Source: an optimization exercise on an open RTL-to-GDS flow (aim: small area, a short achievable clock period and few clock cycles). Production flows keep margins and buffers that such runs may drop. Where RTL was checked, it was by simulation tests only, not by an equivalence proof against the original. No functional check of the RTL was part of run 2. Power and IR drop assume default switching activity.

==> flow/design.v (outline; a module is shown in full before it is edited, if it fits) <==
// module frp_div: 108 lines
// module frame_rate_pacer: 961 lines
module frame_rate_pacer (
   input  logic                            clock,
   input  logic                            reset,
   input  logic                            req_valid,
   output logic                            req_ready,
   input  logic [frp_pkg::TS_W-1:0]        req_timestamp_ms,
   input  logic                            req_in_foreground,
   input  logic                            req_mouse_look,
   output logic                            rsp_valid,
   input  logic                            rsp_ready,
   output logic [frp_pkg::SLEEP_W-1:0]     rsp_sleep_ms,
   output logic [frp_pkg::TS_W-1:0]        rsp_frame_time_ms,
   output logic [frp_pkg::FPS_W-1:0]       rsp_fps_x16,
   input  logic                            csr_we,
   input  logic [frp_pkg::CSR_INDEX_W-1:0] csr_index,
   input  logic [frp_pkg::CSR_DATA_W-1:0]  csr_wdata
);
  // ...
==> flow/run.sh <==
#!/bin/bash
# synth_recipe.tcl (not shown) runs the flow's synth.tcl, then flattens the netlist and writes it again
# the make line also repeats each setting of config.mk as NAME=value (left out here)
make -C /OpenROAD-flow-scripts/flow DESIGN_CONFIG=/design/flow/config.mk WORK_HOME=/design/flow/orfs CLKGATE_MAP_FILE= SYNTH_SCRIPT=/design/flow/synth_recipe.tcl finish
==> flow/config.mk <==
export PLATFORM = sky130hd
export DESIGN_NAME = frame_rate_pacer
export DESIGN_NICKNAME = frame_rate_pacer
export VERILOG_FILES = /design/flow/design.v
export SDC_FILE = /design/flow/constraint.sdc
export NUM_CORES = 4
export LEC_CHECK = 0
export CAP_MARGIN = 20
export CORE_MARGIN = 2
export CORE_UTILIZATION = 60
export SETUP_SLACK_MARGIN = 3.0
export SLEW_MARGIN = 20
export TNS_END_PERCENT = 100
==> flow/constraint.sdc <==
create_clock -name core_clock -period 6.5 [get_ports {clock}]
set_input_delay 1.3000 -clock core_clock [delete_from_list [all_inputs] [get_ports {clock}]]
set_output_delay 1.3000 -clock core_clock [all_outputs]
set_load 0.01 [all_outputs]
==> results.yml, run 1 <==
clock_network:
  cts_inserted_buffers: 211
  cts_setup_buffers: 70
  root_buffer: "clkbuf_16"
  clkTransAtPathRegs_ps: 60
  cts.repair.resized: 141
finish:
  n_all_buffers: 332
  final_cell_area_um2: 103000
  clk_share: 0.0706
  dominant_cells: "registers"
  ff_latch_area_um2: 65600
  drive_above_1_share: 0.132
die:
  die_w_um: 390
  n_tap_cell: 1930
synth:
  synth_top_area_cell: "edfxtp_1"
  synthArstFlopShare: 0
  yosysTopAreaCellShare: 0.714
  postSynthCellCount: 5675
  ys_top_cells_by_count: "2122 x edfxtp_1, 439 x ha_1, 433 x inv_1"
  synth_edf_count: 2122
power_and_ir_drop:
  p_clk_frac: 0.367
critical_path:
  cp.depth: 13
  cp_slowest_cell: "edfxtp_1"
  cp-end-kind: "flip-flop"
  crit_chain: "mux2i_2 > ha_1 > nor2b_4 > o31a_1 > o41ai_4 > and3_4 > and4b_2 > o21ai_4 > o21ai_4 > o31ai_4 > o21ai_1 > a21oi_2 > xnor2_1"
min_path:
  worstHoldEndpoint: "d6_ft[16]$_DFFE_PN_"
  whs_path_depth: 0
route:
  num_vias: 45952
  drcViolationCount: 0
  first_iter_violations: 3223
sta:
  setup_viol: 0
  period_needed_ps: 3680
  setup_slack_ps: 2820
run_status:
  status: "finished clean"
grt:
  grt_pass1_vias: 44138
  grt_use_met3: 0.0322
Testbench counts, summed over its fixed seeds: cycles 15,088.
==> run 2, diff against run 1 <==
--- a/flow/design.v
+++ b/flow/design.v
@@ -245,17 +245,17 @@
    logic [10:0] ftl_n;
    assign ftl_n = r0_t[10:0] - (b_v ? b_t[10:0] : hist[10:0]);
    assign u_n   = {2'b0, ftl_n} - {3'b0, base_r0};
    always_ff @(posedge clock) begin
       if (reset) b_v <= 1'b0;
       else if (!stall) b_v <= r0_v;
       if (!stall) begin
          b_t    <= r0_t;
-         b_ft   <= fta_x[31:0];
+         b_ft   <= {(fta_x[31:11] != '0), 20'd0, fta_x[10:0]};    
          b_base <= base_r0;
          b_u    <= u_n;
          b_nz   <= r0_fg ? (r0_lk ? nz_lk : nz_fg) : nz_bg;
       end
    end
    logic [5:0]    cnt;          
    logic [9:0]    prior;
    logic          block_off, c0, full, act, big, ovr, gt, reseed;
@@ -320,86 +320,96 @@
       if (act) begin
          hist[991:0] <= {hist[959:0], b_t};
       end
       if (act && (full || c0 || reseed)) begin
          hist[1023:992] <= (c0 || reseed) ? b_t : hist[991:960];
       end
    end
    logic        d1_v;
-   logic [31:0] d1_ft;
+   logic [3:0]  d1_j;        
+   logic        d1_f0;       
    logic [9:0]  d1_sl;
    logic [18:0] d1_d;
    logic        d1_c0, d1_fz, d1_dbig;
    logic [11:0] d1_n;
    logic        d2_v;
-   logic [31:0] d2_ft;
+   logic [3:0]  d2_j;        
+   logic        d2_f0;       
    logic [9:0]  d2_sl;
    logic [18:0] d2_d;
    logic        d2_E, d2_Z;
    logic [20:0] d2_d3;
    logic [3:0] d2_r, d2_q;
    logic [7:0] d2_n;
    logic        d3_v;
-   logic [31:0] d3_ft;
+   logic [3:0]  d3_j;        
+   logic        d3_f0;       
    logic [9:0]  d3_sl;
    logic [18:0] d3_d;
    logic        d3_E, d3_Z;
    logic [20:0] d3_d3;
    logic [5:0] d3_r, d3_q;
    logic [5:0] d3_n;
    logic        d4_v;
-   logic [31:0] d4_ft;
+   logic [3:0]  d4_j;        
+   logic        d4_f0;       
    logic [9:0]  d4_sl;
    logic [18:0] d4_d;
    logic        d4_E, d4_Z;
    logic [20:0] d4_d3;
    logic [7:0] d4_r, d4_q;
    logic [3:0] d4_n;
    logic        d5_v;
-   logic [31:0] d5_ft;
+   logic [3:0]  d5_j;        
+   logic        d5_f0;       
    logic [9:0]  d5_sl;
    logic [18:0] d5_d;
    logic        d5_E, d5_Z;
    logic [20:0] d5_d3;
    logic [9:0] d5_r, d5_q;
    logic [1:0] d5_n;
    logic        d6_v;
-   logic [31:0] d6_ft;
+   logic [3:0]  d6_j;        
+   logic        d6_f0;       
    logic [9:0]  d6_sl;
    logic [18:0] d6_d;
    logic        d6_E, d6_Z;
    logic [20:0] d6_d3;
    logic [11:0] d6_r, d6_q;
    logic        d7_v;
-   logic [31:0] d7_ft;
+   logic [3:0]  d7_j;        
+   logic        d7_f0;       
    logic [9:0]  d7_sl;
    logic [18:0] d7_d;
    logic        d7_E, d7_Z;
    logic [20:0] d7_d3;
    logic [13:0] d7_r, d7_q;
    logic        d8_v;
-   logic [31:0] d8_ft;
+   logic [3:0]  d8_j;        
+   logic        d8_f0;       
    logic [9:0]  d8_sl;
    logic [18:0] d8_d;
    logic        d8_E, d8_Z;
    logic [20:0] d8_d3;
    logic [15:0] d8_r, d8_q;
    logic        d9_v;
-   logic [31:0] d9_ft;
+   logic [8:0]  d9_j;        
+   logic        d9_f0;       
    logic [9:0]  d9_sl;
    logic [18:0] d9_d;
    logic        d9_E, d9_Z;
    logic [20:0] d9_d3;
    logic [17:0] d9_r, d9_q;
    always_ff @(posedge clock) begin
       if (reset) d1_v <= 1'b0;
       else if (!stall) d1_v <= b_v;
       if (!stall) begin
-         d1_ft   <= (c0 | block_off) ? 32'd0 : ftw;
+         d1_j    <= 4'd0;
+         d1_f0   <= c0 | block_off;
          d1_sl   <= sleep_b;
          d1_d    <= el[18:0];
          d1_dbig <= (el[31:19] != '0);
          d1_c0   <= c0;
          d1_fz   <= block_off;
          d1_n    <= nfr;
       end
    end
@@ -473,17 +483,18 @@
    assign d1_k15 = ~d1_c15[4] & (d1_d[18:4] == '0) & (d1_t15[5:4] == 2'b0);
    assign d1_r15 = d1_k15 ? d1_c15[3:0] : d1_h15 ? d1_b15[3:0] : d1_g15 ? d1_a15[3:0] : d1_x15;
    logic d1_q15l;
    assign d1_q15l = d1_k15 | (d1_g15 & ~d1_h15);
    always_ff @(posedge clock) begin
       if (reset) d2_v <= 1'b0;
       else if (!stall) d2_v <= d1_v;
       if (!stall) begin
-         d2_ft <= d1_ft;
+         d2_j  <= d1_j + {3'd0, act};
+         d2_f0 <= d1_f0;
          d2_sl <= d1_sl;
          d2_d  <= d1_d;
          d2_d3 <= d1_d3;
          d2_E  <= d1_E;
          d2_Z  <= d1_Z;
          d2_r  <= d1_r15;
          d2_q  <= {d1_h17, d1_q17l, d1_h15, d1_q15l};
          d2_n  <= d1_n[7:0];
@@ -546,17 +557,18 @@
    assign d2_k13 = ~d2_c13[6] & (d2_d3[20:6] == '0);
    assign d2_r13 = d2_k13 ? d2_c13[5:0] : d2_h13 ? d2_b13[5:0] : d2_g13 ? d2_a13[5:0] : d2_x13;
    logic d2_q13l;
    assign d2_q13l = d2_k13 | (d2_g13 & ~d2_h13);
    always_ff @(posedge clock) begin
       if (reset) d3_v <= 1'b0;
       else if (!stall) d3_v <= d2_v;
       if (!stall) begin
-         d3_ft <= d2_ft;
+         d3_j  <= d2_j + {3'd0, act};
+         d3_f0 <= d2_f0;
          d3_sl <= d2_sl;
          d3_d  <= d2_d;
          d3_d3 <= d2_d3;
          d3_E  <= d2_E;
          d3_Z  <= d2_Z;
          d3_r  <= d2_r13;
          d3_q  <= {d2_q, d2_h13, d2_q13l};
          d3_n  <= d2_n[5:0];
@@ -619,17 +631,18 @@
    assign d3_k11 = ~d3_c11[8] & (d3_d3[20:8] == '0);
    assign d3_r11 = d3_k11 ? d3_c11[7:0] : d3_h11 ? d3_b11[7:0] : d3_g11 ? d3_a11[7:0] : d3_x11;
    logic d3_q11l;
    assign d3_q11l = d3_k11 | (d3_g11 & ~d3_h11);
    always_ff @(posedge clock) begin
       if (reset) d4_v <= 1'b0;
       else if (!stall) d4_v <= d3_v;
       if (!stall) begin
-         d4_ft <= d3_ft;
+         d4_j  <= d3_j + {3'd0, act};
+         d4_f0 <= d3_f0;
          d4_sl <= d3_sl;
          d4_d  <= d3_d;
          d4_d3 <= d3_d3;
          d4_E  <= d3_E;
          d4_Z  <= d3_Z;
          d4_r  <= d3_r11;
          d4_q  <= {d3_q, d3_h11, d3_q11l};
          d4_n  <= d3_n[3:0];
@@ -701,17 +714,18 @@
    assign d4_k9 = ~d4_c9[10] & (d4_d3[20:10] == '0);
    assign d4_r9 = d4_k9 ? d4_c9[9:0] : d4_h9 ? d4_b9[9:0] : d4_g9 ? d4_a9[9:0] : d4_x9;
    logic d4_q9l;
    assign d4_q9l = d4_k9 | (d4_g9 & ~d4_h9);
    always_ff @(posedge clock) begin
       if (reset) d5_v <= 1'b0;
       else if (!stall) d5_v <= d4_v;
       if (!stall) begin
-         d5_ft <= d4_ft;
+         d5_j  <= d4_j + {3'd0, act};
+         d5_f0 <= d4_f0;
          d5_sl <= d4_sl;
          d5_d  <= d4_d;
          d5_d3 <= d4_d3;
          d5_E  <= d4_E;
          d5_Z  <= d4_Z;
          d5_r  <= d4_r9;
          d5_q  <= {d4_q, d4_h9, d4_q9l};
          d5_n  <= d4_n[1:0];
@@ -783,17 +797,18 @@
    assign d5_k7 = ~d5_c7[12] & (d5_d3[20:12] == '0);
    assign d5_r7 = d5_k7 ? d5_c7[11:0] : d5_h7 ? d5_b7[11:0] : d5_g7 ? d5_a7[11:0] : d5_x7;
    logic d5_q7l;
    assign d5_q7l = d5_k7 | (d5_g7 & ~d5_h7);
    always_ff @(posedge clock) begin
       if (reset) d6_v <= 1'b0;
       else if (!stall) d6_v <= d5_v;
       if (!stall) begin
-         d6_ft <= d5_ft;
+         d6_j  <= d5_j + {3'd0, act};
+         d6_f0 <= d5_f0;
          d6_sl <= d5_sl;
          d6_d  <= d5_d;
          d6_d3 <= d5_d3;
          d6_E  <= d5_E;
          d6_Z  <= d5_Z;
          d6_r  <= d5_r7;
          d6_q  <= {d5_q, d5_h7, d5_q7l};
       end
@@ -864,17 +879,18 @@
    assign d6_k5 = ~d6_c5[14] & (d6_d3[20:14] == '0);
    assign d6_r5 = d6_k5 ? d6_c5[13:0] : d6_h5 ? d6_b5[13:0] : d6_g5 ? d6_a5[13:0] : d6_x5;
    logic d6_q5l;
    assign d6_q5l = d6_k5 | (d6_g5 & ~d6_h5);
    always_ff @(posedge clock) begin
       if (reset) d7_v <= 1'b0;
       else if (!stall) d7_v <= d6_v;
       if (!stall) begin
-         d7_ft <= d6_ft;
+         d7_j  <= d6_j + {3'd0, act};
+         d7_f0 <= d6_f0;
          d7_sl <= d6_sl;
          d7_d  <= d6_d;
          d7_d3 <= d6_d3;
          d7_E  <= d6_E;
          d7_Z  <= d6_Z;
          d7_r  <= d6_r5;
          d7_q  <= {d6_q, d6_h5, d6_q5l};
       end
@@ -945,17 +961,18 @@
    assign d7_k3 = ~d7_c3[16] & (d7_d3[20:16] == '0);
    assign d7_r3 = d7_k3 ? d7_c3[15:0] : d7_h3 ? d7_b3[15:0] : d7_g3 ? d7_a3[15:0] : d7_x3;
    logic d7_q3l;
    assign d7_q3l = d7_k3 | (d7_g3 & ~d7_h3);
    always_ff @(posedge clock) begin
       if (reset) d8_v <= 1'b0;
       else if (!stall) d8_v <= d7_v;
       if (!stall) begin
-         d8_ft <= d7_ft;
+         d8_j  <= d7_j + {3'd0, act};
+         d8_f0 <= d7_f0;
          d8_sl <= d7_sl;
          d8_d  <= d7_d;
          d8_d3 <= d7_d3;
          d8_E  <= d7_E;
          d8_Z  <= d7_Z;
          d8_r  <= d7_r3;
          d8_q  <= {d7_q, d7_h3, d7_q3l};
       end
@@ -1035,17 +1052,18 @@
    assign d8_k1 = ~d8_c1[18] & (d8_d3[20:18] == '0);
    assign d8_r1 = d8_k1 ? d8_c1[17:0] : d8_h1 ? d8_b1[17:0] : d8_g1 ? d8_a1[17:0] : d8_x1;
    logic d8_q1l;
    assign d8_q1l = d8_k1 | (d8_g1 & ~d8_h1);
    always_ff @(posedge clock) begin
       if (reset) d9_v <= 1'b0;
       else if (!stall) d9_v <= d8_v;
       if (!stall) begin
-         d9_ft <= d8_ft;
+         d9_j  <= 9'(1) << (d8_j + {3'd0, act});
+         d9_f0 <= d8_f0;
          d9_sl <= d8_sl;
          d9_d  <= d8_d;
          d9_d3 <= d8_d3;
          d9_E  <= d8_E;
          d9_Z  <= d8_Z;
          d9_r  <= d8_r1;
          d9_q  <= {d8_q, d8_h1, d8_q1l};
       end
@@ -1075,25 +1093,71 @@
    logic [18:0] d9_a0_kG5, d9_a0_kP5;
    assign d9_a0_kG5 = d9_a0_kG4 | (d9_a0_kP4 & {d9_a0_kG4[2:0], 16'b0});
    assign d9_a0_kP5 = d9_a0_kP4 & {d9_a0_kP4[2:0], 16'b0};
    assign d9_a0 = {~d9_a0_kG5[18], d9_a0_kp ^ {d9_a0_kG5[17:0], 1'b1}};
    assign d9_g0 = ~d9_a0[19];
    assign d9_r0 = d9_g0 ? d9_a0[18:0] : d9_x0;
    logic [18:0] q_fin;
    assign q_fin = {d9_q, d9_g0};
+   logic [31:0] hj0, hj1;
+   logic [32:0] ftj_x;
+   always_comb begin
+      hj0 = 32'd0;
+      hj1 = 32'd0;
+      hj0 = hj0 | (hist[31:0] & {32{d9_j[0]}});
+      hj1 = hj1 | (hist[63:32] & {32{d9_j[0]}});
+      hj0 = hj0 | (hist[63:32] & {32{d9_j[1]}});
+      hj1 = hj1 | (hist[95:64] & {32{d9_j[1]}});
+      hj0 = hj0 | (hist[95:64] & {32{d9_j[2]}});
+      hj1 = hj1 | (hist[127:96] & {32{d9_j[2]}});
+      hj0 = hj0 | (hist[127:96] & {32{d9_j[3]}});
+      hj1 = hj1 | (hist[159:128] & {32{d9_j[3]}});
+      hj0 = hj0 | (hist[159:128] & {32{d9_j[4]}});
+      hj1 = hj1 | (hist[191:160] & {32{d9_j[4]}});
+      hj0 = hj0 | (hist[191:160] & {32{d9_j[5]}});
+      hj1 = hj1 | (hist[223:192] & {32{d9_j[5]}});
+      hj0 = hj0 | (hist[223:192] & {32{d9_j[6]}});
+      hj1 = hj1 | (hist[255:224] & {32{d9_j[6]}});
+      hj0 = hj0 | (hist[255:224] & {32{d9_j[7]}});
+      hj1 = hj1 | (hist[287:256] & {32{d9_j[7]}});
+      hj0 = hj0 | (hist[287:256] & {32{d9_j[8]}});
+      hj1 = hj1 | (hist[319:288] & {32{d9_j[8]}});
+   end
+   logic [31:0] ftj_x_kp, ftj_x_kg;
+   assign ftj_x_kp = hj0 ^ ~(hj1);
+   assign ftj_x_kg = hj0 & ~(hj1);
+   logic [31:0] ftj_x_kG0, ftj_x_kP0;
+   assign ftj_x_kG0 = {ftj_x_kg[31:1], ftj_x_kg[0] | ftj_x_kp[0]};
+   assign ftj_x_kP0 = ftj_x_kp;
+   logic [31:0] ftj_x_kG1, ftj_x_kP1;
+   assign ftj_x_kG1 = ftj_x_kG0 | (ftj_x_kP0 & {ftj_x_kG0[30:0], 1'b0});
+   assign ftj_x_kP1 = ftj_x_kP0 & {ftj_x_kP0[30:0], 1'b0};
+   logic [31:0] ftj_x_kG2, ftj_x_kP2;
+   assign ftj_x_kG2 = ftj_x_kG1 | (ftj_x_kP1 & {ftj_x_kG1[29:0], 2'b0});
+   assign ftj_x_kP2 = ftj_x_kP1 & {ftj_x_kP1[29:0], 2'b0};
+   logic [31:0] ftj_x_kG3, ftj_x_kP3;
+   assign ftj_x_kG3 = ftj_x_kG2 | (ftj_x_kP2 & {ftj_x_kG2[27:0], 4'b0});
+   assign ftj_x_kP3 = ftj_x_kP2 & {ftj_x_kP2[27:0], 4'b0};
+   logic [31:0] ftj_x_kG4, ftj_x_kP4;
+   assign ftj_x_kG4 = ftj_x_kG3 | (ftj_x_kP3 & {ftj_x_kG3[23:0], 8'b0});
+   assign ftj_x_kP4 = ftj_x_kP3 & {ftj_x_kP3[23:0], 8'b0};
+   logic [31:0] ftj_x_kG5, ftj_x_kP5;
+   assign ftj_x_kG5 = ftj_x_kG4 | (ftj_x_kP4 & {ftj_x_kG4[15:0], 16'b0});
+   assign ftj_x_kP5 = ftj_x_kP4 & {ftj_x_kP4[15:0], 16'b0};
+   assign ftj_x = {~ftj_x_kG5[31], ftj_x_kp ^ {ftj_x_kG5[30:0], 1'b1}};
    logic [9:0]  rsp_sl;
    logic [31:0] rsp_ft;
    logic [18:0] rsp_fps;
    always_ff @(posedge clock) begin
       if (reset) rsp_valid_ff <= 1'b0;
       else if (!stall) rsp_valid_ff <= d9_v;
       if (!stall) begin
          rsp_sl  <= d9_sl;
-         rsp_ft  <= d9_ft;
+         rsp_ft  <= d9_f0 ? 32'd0 : ftj_x[31:0];
          rsp_fps <= d9_E ? frp_pkg::IDLE_FPS_X16 : (d9_Z ? 19'd0 : q_fin);
       end
    end
    assign rsp_valid         = rsp_valid_ff;
    assign rsp_sleep_ms      = rsp_sl;
    assign rsp_frame_time_ms = rsp_ft;
    assign rsp_fps_x16       = rsp_fps;
 endmodule
==> run 2 against run 1 <==
  * Synthesized area fell by 3.9%
  * First-iteration DRC count rose by 47%
  * Sequential share of layout area fell by 6.0 points
  * Sequential cell count fell by 268
  * Critical path depth rose by 5
  * Final cell count rose by 3.7%
  * Wire length rose by 14%
  * Sequential power fell by 11%
  * Clock-buffer cell count fell by 16
  * Critical path type unchanged
==> results.yml, run 2 <==
route:
  num_vias: 50716
  firstDrtPassIters: 8
  vias_per_cell: 5.93
  wirelength_um: 180000
  first_iter_violations: 4744
  routedWlPerCell_um: 21.0
  ant_nets: 0
  drcViolationCount: 0
power_and_ir_drop:
  switchingPower_w: 0.00888
  powerDensity_nw_per_um2: 334
  p_seq_frac: 0.477
  combinationalPowerShare: 0.189
  swShare: 0.267
  leakage_nw: 38.8
  p_clk_frac: 0.334
  p_int_w: 0.0244
  peakVddDrop_mv: 0.289
finish:
  top_register: "hist"
  area_delta_synth_final_pct: 16.4
  final_common_cell: "edfxtp_1"
  drive_above_1_share: 0.142
  fillers: 9524
  n_antenna_cell: 0
  layout.nets: 7072
  final_cell_mix: "1854 x edfxtp_1, 458 x ha_1, 415 x inv_1, 330 x nor2_1, 271 x a21oi_1"
  largest_reg_flops: 1024
grt:
  grt_use_met3: 0.0334
  grt.busiest_layer: "met2"
  met1_usage: 0.342
  grt_pass1_vias: 48270
  grt_pass1_wl_um: 274000
  antenna_found_initial: 1
  grt_overflow_total: 0
  track_usage: 0.241
  grt_use_met2: 0.386
  grt_max_degree: 175
synth:
  yosysTopAreaCellShare: 0.650
  synth_edf_count: 1854
  synthArstFlopShare: 0
  synthesis.yosys.warnings: 2
  ys_ff_latch: 1945
  syn_area_um2: 85700
  yosysMostFrequentCell: "edfxtp_1"
  postSynthCellCount: 6026
  ys.flop_type: "edfxtp_1"
  ys_types: 89
  ys_top_cells_by_area: "edfxtp_1 65%, ha_1 7.0%, dfxtp_1 2.1%, inv_1 1.9%, a21oi_1 1.8%"
  synth_top_area_cell: "edfxtp_1"
  synth.net_count: 6599
  avgSynthCellArea_um2: 14.2
  seq_area_frac_synth: 0.671
  ys_top_cells_by_count: "1854 x edfxtp_1, 482 x ha_1, 430 x inv_1"
clock_network:
  ctsLongestPathBuffers: 3
  h-tree-depth: 4
  root_buffer: "clkbuf_16"
  cts_hold_buf: 0
  cts_sinks: 1945
  clkTransAtPathRegs_ps: 60
  clk-insertion-delay-late_ps: 810
  cts_inserted_buffers: 193
  cts_tree: "built"
place:
  portBuffers: 119
  hpwl_um: 115000
  gp_congestion: 0.880
sta:
  worst_slew_pin_slew_ps: 1060
  slew_violations: 0
  grt_setup_unrepaired: "true"
  slew_headroom: 0.292
  setup_viol: 0
  finalHoldViolCount: 0
  period_needed_ps: 4140
  hold_ws_ps: 402
  clock.fmax_ghz: 0.242
  fin_tns_setup_ps: 0
  finClkSkew_ps: 44.4
  period_share: 0.637
die:
  rows: 138
  initial_utilization: 0.605
  die_w_um: 382
  core_area_um2: 142000
  die_area_um2: 146000
  fp.dieH_um: 382
  ios: 120
min_path:
  whs_path_depth: 0
  hp-class: "reg -> reg"
critical_path:
  startpoint_type: "flip-flop"
  crit_type: "reg -> reg"
  cp-end-kind: "flip-flop"
  arrival_ps: 4700
  path_max_fanout: 5
  cp.required_ps: 7070
  worst_r2r_path_depth: 18
job:
  maxCapViolations: 0
run_status:
  status: "finished clean"
## run 2: cell types whose count changed in the layout (fill, tap and decap cells not counted), sizes merged, moves of 32 or more
cell	before	now
edfxtp	2122	1854
a22oi	8	103
buf	210	289
nand3	56	131
a222oi	1	64
a221oi	9	70
ha	439	482
a21o	96	136
a22o	4	44
nor2	304	338
nand2	222	254
## run 2: critical path: stages, from the launching register on
cell      delay (ps)
edfxtp_1         480
buf_6            170
a222oi_1         260
nand3_1          150
a221oi_2         200
ha_2             230
inv_2             40
fa_2             340
a21o_1           200
a21oi_2          160
nand2b_4         160
a21oi_4           70
a41oi_2          190
nor2_4            70
a211o_1          330
a221o_1          330
a21oi_2          180
o21ai_1           80
mux2_2           270
## run 2: worst paths after layout
path / from / endpoint / slack [ps]
min: hist[520]$_DFFE_PP_ / hist[552]$_DFFE_PP_ / 400
min reg2reg: hist[520]$_DFFE_PP_ / hist[552]$_DFFE_PP_ / 400
max reg2reg: d9_j[8]$_SDFFCE_PN0N_ / rsp_ft[30]$_SDFFCE_PP0N_ / 2360
max: d9_j[8]$_SDFFCE_PN0N_ / rsp_ft[30]$_SDFFCE_PP0N_ / 2360
## run 2: through the flow
step	utilization	cell area [um2]	setup WS, ps	instances	total power [W]
5_1_grt	0.704	99700	2230	8552	0.0348
3_3_place_gp	0.630	89300	1810	7945	0.0212
3_5_place_dp	0.630	89300	1760	7945	0.0213
6_report	0.704	99700	2360	8552	0.0333
2_1_floorplan	-	85800	1030	6026	0.0197
4_1_cts	0.693	98300	2490	8463	0.0332
## run 2: repair_timing
action	CTS	global route
resized for setup	263	183
pin swaps	128	113
endpoints found under the setup margin	936	161
gates cloned	15	6
setup buffers	145	83
## run 2: cell type report
class                      instances  area [um2]  area share
clock buffer                     228        5000      0.0502
clock inverter                   130        1430      0.0144
tap                             1890        2360      0.0237
timing repair buffer             417        4060      0.0407
multi-input combinational       3508       27700       0.277
timing repair inverter             3        23.8    0.000238
sequential                      1945       57500       0.577
inverter                         431        1670      0.0167
## run 2: metal layers
metal / vias to the layer above / share of wire / routed length (um)
li1: 23981 / - / -
met1: 24858 / 0.44 / 78600
met2: 1541 / 0.47 / 85200
met3: 336 / 0.054 / 9680
met4: 0 / 0.034 / 6080
met5: - / 0 / 0
## run 2: cells by family (layout without fill, tap and decap cells)
logic type	Yosys count	count (layout)	synth area share
XOR/XNOR	280	280	0.0286
AO/OA/AOI/OAI	1398	1401	0.113
buffers and inverters	578	1209	0.0255
AND/OR/NAND/NOR	1143	1145	0.0640
adder cells (fa/ha/maj)	516	516	0.0783
multiplexers	166	166	0.0202
flip-flops	1945	1945	0.671
## run 2: power groups by stage
| stage | logic (W) | clock network [W] | registers (W) |
|---|---|---|---|
| after detailed placement | 0.00513 | 0 | 0.0162 |
| after CTS | 0.00583 | 0.0114 | 0.0159 |
| after global routing | 0.00689 | 0.0119 | 0.0160 |
| after floorplan | 0.00393 | 0 | 0.0158 |
| final | 0.00629 | 0.0111 | 0.0159 |
| after global placement | 0.00506 | 0 | 0.0162 |

-- afterwards: timing with drivers on the ports --
Ports are ideal in the flow. The routed layouts listed here were re-timed in OpenROAD. Step 1 assumes that a clkbuf_16 drives the clock port and a buf_2 every other input. Step 2 times the ports against the registers' clock, not the clock port: input delays grow and output delays shrink by t, the midpoint of the rising clock arrivals with the driver on. a / b / c = ideal / step 1 / step 2; a / b = the first two.
| run | t, ns | setup WS [ns] | cell pins on the clock port's net |
|---|---|---|---|
| run 1 | 0.882 | 2.817 / 2.817 / 2.528 | 1 |
| run 2 | 0.869 | 2.361 / 2.361 / 2.361 | 1 |
After both steps setup and hold are still met in every run listed. For run 1, which loses most, drivers alone change the setup slack by 0.000 ns; drivers and shift together by -0.289 ns.
